What follows belongs to an exercise in optimizing a design on an open flow for small area and few clock cycles; a production flow would make more cautious choices.
At most, simulation tests tie the RTL to the original design; equivalence was not proved.
The flow treats the clock pin as an ideal source, which a real chip does not have.
No activity file was given, so power comes from the tool's default toggle rates.

Design seven_bit_framed_sensor_packet_decoder, start of the top module:
module seven_bit_framed_sensor_packet_decoder (
    input  logic                i_clk,
    input  logic                i_rst_n,
    input  logic                i_cfg_we,
    input  logic [0:0]          i_cfg_addr,
    input  logic [7:0]          i_cfg_data,
    input  logic                i_in_valid,
    output logic                o_in_ready,
    input  logic [7:0]          i_rx_byte,
    output logic                o_out_valid,
    input  logic                i_out_ready,
    output logic [1:0]          o_status,
    output logic                o_packet_kind,
    output logic [3:0]          o_word_index,
    output logic signed [15:0]  o_word_value,
    output logic [3:0]          o_fraction_bits,
    output logic                o_last_flag
);
Size in the first run: ~580 cells after synthesis, roughly 190 flip-flops, about 7700 um^2 of cells after synthesis.
==> flow/config.mk <==
export PLATFORM = sky130hd
export DESIGN_NAME = seven_bit_framed_sensor_packet_decoder
export DESIGN_NICKNAME = seven_bit_framed_sensor_packet_decoder
export VERILOG_FILES = /design/flow/design.v
export SDC_FILE = /design/flow/constraint.sdc
export NUM_CORES = 4
export LEC_CHECK = 0
export CAP_MARGIN = 0
export CORE_MARGIN = 2
export CORE_UTILIZATION = 65
export SLEW_MARGIN = 0
==> flow/constraint.sdc <==
create_clock -name core_clock -period 5.0 [get_ports {i_clk}]
set_input_delay 1.0000 -clock core_clock [delete_from_list [all_inputs] [get_ports {i_clk}]]
set_output_delay 1.0000 -clock core_clock [all_outputs]
set_load 0.01 [all_outputs]
standard.sh (not shown) runs the stock make flow with config.mk's settings and CLKGATE_MAP_FILE= SYNTH_SCRIPT=/design/flow/synth_recipe.tcl, a recipe that flattens the netlist after the stock synthesis.
==> flow/flow/run.sh <==
#!/bin/bash
# Layout flow: the standard flow (standard.sh) with
#  - synthesis mapping the logic through a stronger ABC area script, without
#    ORFS's hard adder cells (flip-flops are mapped before ABC, as in the standard flow's);
#  - port buffers of the smallest buffer cell;
#  - a clock tree of clkbuf_8 leaves without dummy loads.
set -euo pipefail
here=$PWD
export BUFFER_PORTS_ARGS="-buffer_cell sky130_fd_sc_hd__buf_1"
export CTS_ARGS="-sink_clustering_enable -repair_clock_nets -dont_use_dummy_load -buf_list sky130_fd_sc_hd__clkbuf_8 -sink_clustering_size 25 -sink_clustering_max_diameter 80"
sed -e "s#SYNTH_SCRIPT=[^ ]*#SYNTH_SCRIPT=$here/flow/area_synth.tcl ADDER_MAP_FILE=#" standard.sh > area_standard.sh
bash area_standard.sh > area_standard.log 2>&1
==> flow/flow/abc_area.script <==
strash
dc2
strash
&get -n
&fraig -x
&put
strash
dch -f
amap
topo
dnsize -c
==> flow/flow/area_synth.tcl <==
# The standard flow's synthesis script (synth_recipe.tcl), with ABC run on a stronger area script;
# flip-flops are mapped before ABC runs, so they are the same as the standard flow's.
proc synth {args} { yosys synth -nofsm -noshare {*}$args }
set ::area_abc_script [file join [file dirname [file normalize [info script]]] abc_area.script]

proc abc {args} {
  set i [lsearch -exact $args -script]
  if { $i >= 0 } {
    lset args [expr {$i + 1}] $::area_abc_script
  }
  set i [lsearch -exact $args -D]
  if { $i >= 0 } {
    set args [lreplace $args $i [expr {$i + 1}]]
  }
  yosys abc {*}$args
}
source $::env(SCRIPTS_DIR)/synth.tcl
# left out here: clear keep_hierarchy, flatten, clean up, hide names made inside functions, write 1_2_yosys.v
Rerun with:
==> flow/flow/abc_area.script (replaced) <==
strash
&get -n
&fraig -x
&put
balance
rewrite
refactor
balance
rewrite
rewrite -z
balance
refactor -z
rewrite -z
balance
dc2
strash
dch -f
amap
topo
dnsize -c
Settings changed: CAP_MARGIN 0 to 20, SLEW_MARGIN 0 to 20.
Design area hardly moves.
Sequential share of layout area goes up by 0.11 points.
Routed wire length goes down by 0.37%.
Rerun with:
Settings changed: CAP_MARGIN 20 to 0, SLEW_MARGIN 20 to 0.
Outcome: The new run completed without violations; clock skew hardly moves; power stays flat; worst hold slack stays flat; combinational power stays flat; setup slack degrades by 50 ps.
Rerun with:
==> flow/flow/abc_area.script (replaced) <==
strash
dc2
strash
&get -n
&fraig -x
&put
strash
dch -f
amap
topo
buffer -c
upsize -c
dnsize -c
Settings changed: CAP_MARGIN 0 to 20, GPL_TIMING_DRIVEN set to 0, SLEW_MARGIN 0 to 20.
Clock skew rose by 11 ps.
Setup slack is better by 5.0 ps.
Sequential share of layout area fell by 0.98 points.
Combinational power is higher by a few percent.
Rerun with:
--- a/flow/flow/run.sh
+++ b/flow/flow/run.sh
@@ -10 +10 @@
-export CTS_ARGS="-sink_clustering_enable -repair_clock_nets -dont_use_dummy_load -buf_list sky130_fd_sc_hd__clkbuf_8 -sink_clustering_size 25 -sink_clustering_max_diameter 80"
+export CTS_ARGS="-sink_clustering_enable -repair_clock_nets -dont_use_dummy_load -buf_list sky130_fd_sc_hd__clkbuf_16 -sink_clustering_size 40 -sink_clustering_max_diameter 120"
Settings changed: CORE_UTILIZATION 65 to 70, GPL_TIMING_DRIVEN 0 to not set.
The changed run completed with no timing, DRC or antenna violations.
Synthesized area is unchanged.
Fmax climbs by a few percent.
Clock-buffer cell count stays the same.
Synthesized cell count stays the same.
Clock power rose by well over a third.
Routed wire length decreases slightly.
Sequential cell count is unchanged.
Utilization goes up by 7.9 points.
Global-route usage rises by 2.6 points.
Total power came out higher by roughly a tenth.
Sequential power hardly moves.
Function was not checked in any run of this note: the RTL went through the layout flow alone.

---

Setup of indigo:
Another version of the RTL of seven_bit_framed_sensor_packet_decoder (not shown whole).
Size: ~560 cells after synthesis, ~52 I/O pins, ~7600 µm² of cells after synthesis.
## seven_bit_framed_sensor_packet_decoder
module seven_bit_framed_sensor_packet_decoder (
    input  logic                i_clk,
    input  logic                i_rst_n,
    input  logic                i_cfg_we,
    input  logic [0:0]          i_cfg_addr,
    input  logic [7:0]          i_cfg_data,
    input  logic                i_in_valid,
    output logic                o_in_ready,
    input  logic [7:0]          i_rx_byte,
    output logic                o_out_valid,
    input  logic                i_out_ready,
    output logic [1:0]          o_status,
    output logic                o_packet_kind,
    output logic [3:0]          o_word_index,
    output logic signed [15:0]  o_word_value,
    output logic [3:0]          o_fraction_bits,
    output logic                o_last_flag
);
clock: 5.0 ns
lec_check: 0
cap_margin: 20
core_margin: 2
core_utilization: 65
slew_margin: 20
==> flow/flow/run.sh <==
#!/bin/bash
# Layout flow: the standard flow (standard.sh, run whole) with
#  - synthesis mapping the logic through an ABC area script (abc_area.script)
#    and without ORFS's hard adder cells; the flip-flops are mapped before ABC
#    runs, so they are the same cells with the same names as in the standard flow's own
#    synthesis (area_synth.tcl is synth_recipe.tcl with that one change);
#  - port buffers of the smallest buffer cell;
#  - a clock tree of clkbuf_8 buffers without dummy loads.
# Each tool's log is under orfs/logs/; make's output is in area_standard.log.
set -euo pipefail
here=$PWD
export BUFFER_PORTS_ARGS="-buffer_cell sky130_fd_sc_hd__buf_1"
export CTS_ARGS="-sink_clustering_enable -repair_clock_nets -dont_use_dummy_load -buf_list sky130_fd_sc_hd__clkbuf_8 -sink_clustering_size 25 -sink_clustering_max_diameter 80"
export POST_CTS_TCL="$here/flow/post_cts.tcl"
sed -e "s#SYNTH_SCRIPT=[^ ]*#SYNTH_SCRIPT=$here/flow/area_synth.tcl ADDER_MAP_FILE=#" standard.sh > area_standard.sh
bash area_standard.sh > area_standard.log 2>&1
==> flow/flow/abc_area.script <==
strash
dc2
strash
&get -n
&fraig -x
&put
strash
dch -f
amap
strash
dch -f
amap
topo
dnsize -c
==> flow/flow/post_cts.tcl <==
# Downsize cells off the critical paths (area follows power here).
estimate_parasitics -placement
repair_timing -recover_power 100 -verbose
detailed_placement
check_placement -verbose
Scripts as last shown in full above: flow/flow/area_synth.tcl
indigo: no failed stages, no open violations at the end
Testbench counts of indigo, summed over its fixed seeds: cycles 7,298.
What juniper does differently from indigo at the input level:
diff --git a/flow/flow/run.sh b/flow/flow/run.sh
--- a/flow/flow/run.sh
+++ b/flow/flow/run.sh
@@ -13,2 +13,3 @@
 export CTS_ARGS="-sink_clustering_enable -repair_clock_nets -dont_use_dummy_load -buf_list sky130_fd_sc_hd__clkbuf_8 -sink_clustering_size 25 -sink_clustering_max_diameter 80"
+export RECOVER_POWER=100
 export POST_CTS_TCL="$here/flow/post_cts.tcl"
[summary]
- As far as portion of the clock cycle consumed by the worst path in the final layout is concerned, indigo and juniper perform about the same.
- Both conditions hold for juniper: the flow ran to the end and the final layout passed the timing, design-rule and antenna checks.
- Clock-buffer cell count came out exactly the same in juniper and indigo.
- The part of the power in combinational logic of juniper and that of indigo are within noise of each other.
- On final area, juniper and indigo are basically level.
- In the route summary, juniper ends up with a via count exceeding that of indigo.
diff inputs: juniper => fjord
diff --git a/flow/flow/run.sh b/flow/flow/run.sh
--- a/flow/flow/run.sh
+++ b/flow/flow/run.sh
@@ -7,3 +7,5 @@
 #  - port buffers of the smallest buffer cell;
-#  - a clock tree of clkbuf_8 buffers without dummy loads.
+#  - a clock tree of clkbuf_8 buffers without dummy loads;
+#  - cells off the critical paths downsized after clock tree synthesis
+#    (post_cts.tcl) and after global routing (RECOVER_POWER).
 # Each tool's log is under orfs/logs/; make's output is in area_standard.log.
@@ -13,4 +15,4 @@
 export CTS_ARGS="-sink_clustering_enable -repair_clock_nets -dont_use_dummy_load -buf_list sky130_fd_sc_hd__clkbuf_8 -sink_clustering_size 25 -sink_clustering_max_diameter 80"
+export POST_CTS_TCL="$here/flow/post_cts.tcl"
 export RECOVER_POWER=100
-export POST_CTS_TCL="$here/flow/post_cts.tcl"
 sed -e "s#SYNTH_SCRIPT=[^ ]*#SYNTH_SCRIPT=$here/flow/area_synth.tcl ADDER_MAP_FILE=#" standard.sh > area_standard.sh
### Flow results
- [compare] base=juniper new=fjord: power density relative to cell area held steady, global-route wire length before repair held steady, hold violation total from the final report held steady.
- ~same worst path setup slack after routing in juniper and fjord
- Any difference in worst setup slack for register-to-register paths between juniper and fjord is small enough to ignore.
- Per the comparison of fjord with juniper, number of antenna violations at the first check in global routing held, fraction of synthesis flops using an asynchronous set or reset pin closely matched the old numbers, total DRC errors in the routed layout held, count of clock-buffer cells in the layout stayed essentially flat.
For garnet, these inputs were changed with respect to fjord:
diff --git a/flow/flow/run.sh b/flow/flow/run.sh
--- a/flow/flow/run.sh
+++ b/flow/flow/run.sh
@@ -7,5 +7,3 @@
 #  - port buffers of the smallest buffer cell;
-#  - a clock tree of clkbuf_8 buffers without dummy loads;
-#  - cells off the critical paths downsized after clock tree synthesis
-#    (post_cts.tcl) and after global routing (RECOVER_POWER).
+#  - a clock tree of clkbuf_8 buffers without dummy loads.
 # Each tool's log is under orfs/logs/; make's output is in area_standard.log.
@@ -15,4 +13,2 @@
 export CTS_ARGS="-sink_clustering_enable -repair_clock_nets -dont_use_dummy_load -buf_list sky130_fd_sc_hd__clkbuf_8 -sink_clustering_size 25 -sink_clustering_max_diameter 80"
-export POST_CTS_TCL="$here/flow/post_cts.tcl"
-export RECOVER_POWER=100
 sed -e "s#SYNTH_SCRIPT=[^ ]*#SYNTH_SCRIPT=$here/flow/area_synth.tcl ADDER_MAP_FILE=#" standard.sh > area_standard.sh
removed: flow/flow/post_cts.tcl
- The wire length of the first global-routing pass was comparable across garnet and fjord.
- Total power of garnet is higher than that of fjord.
- fjord → garnet: share of power burned in the clock network about even; fraction of layout instances using a drive strength above 1 rose 2.3 points; depth of the most critical reg-to-reg path shows a reduction of 4.
- In summary, garnet completed successfully, with a layout that passed the timing, design-rule and antenna checks.
- In summary, fjord completed successfully, with a layout that passed the timing, design-rule and antenna checks.
- Comparing maximum frequency from static timing analysis for garnet and fjord, the bigger number came from garnet.
- Cmp garnet and fjord / combinational power / higher: garnet
- Power spent charging and discharging nets (garnet over fjord): increase, about 1%
- [garnet] buffering overhead rose 0.47 points relative to fjord

## what the ideal ports hide
How much do the figures lean on ideal ports? The routed layouts below were timed once more, with nothing changed but the port constraints.
Step 1, drivers: a clkbuf_16 drives i_clk and a buf_2 each remaining input, both assumed.
Step 2 also shifts input and output timing later by t, the mid clock arrival at the registers, as if the neighbouring blocks saw the same clock.
a / b / c = ideal / step 1 / step 2; a / b = the first two.
run | t (ns) | setup WS [ns] | slew at the worst register clock pin (ns)
the first run of note 1 | 0.474 | 0.382 / 0.382 / 0.382 | 0.09 / 0.09
the second run of note 1 | 0.475 | 0.380 / 0.380 / 0.380 | 0.09 / 0.09
the third run of note 1 | 0.482 | 0.330 / 0.330 / 0.330 | 0.09 / 0.09
the fourth run of note 1 | 0.491 | 0.335 / 0.297 / 0.749 | 0.09 / 0.09
the fifth run of note 1 | 0.450 | 0.559 / 0.559 / 0.559 | 0.08 / 0.08
indigo | 0.483 | 0.488 / 0.488 / 0.488 | 0.09 / 0.09
juniper | 0.484 | 0.492 / 0.492 / 0.461 | 0.09 / 0.09
fjord | 0.484 | 0.492 / 0.492 / 0.461 | 0.09 / 0.09
garnet | 0.488 | 0.556 / 0.556 / 0.556 | 0.09 / 0.09
After both steps setup and hold are still met in every run listed.
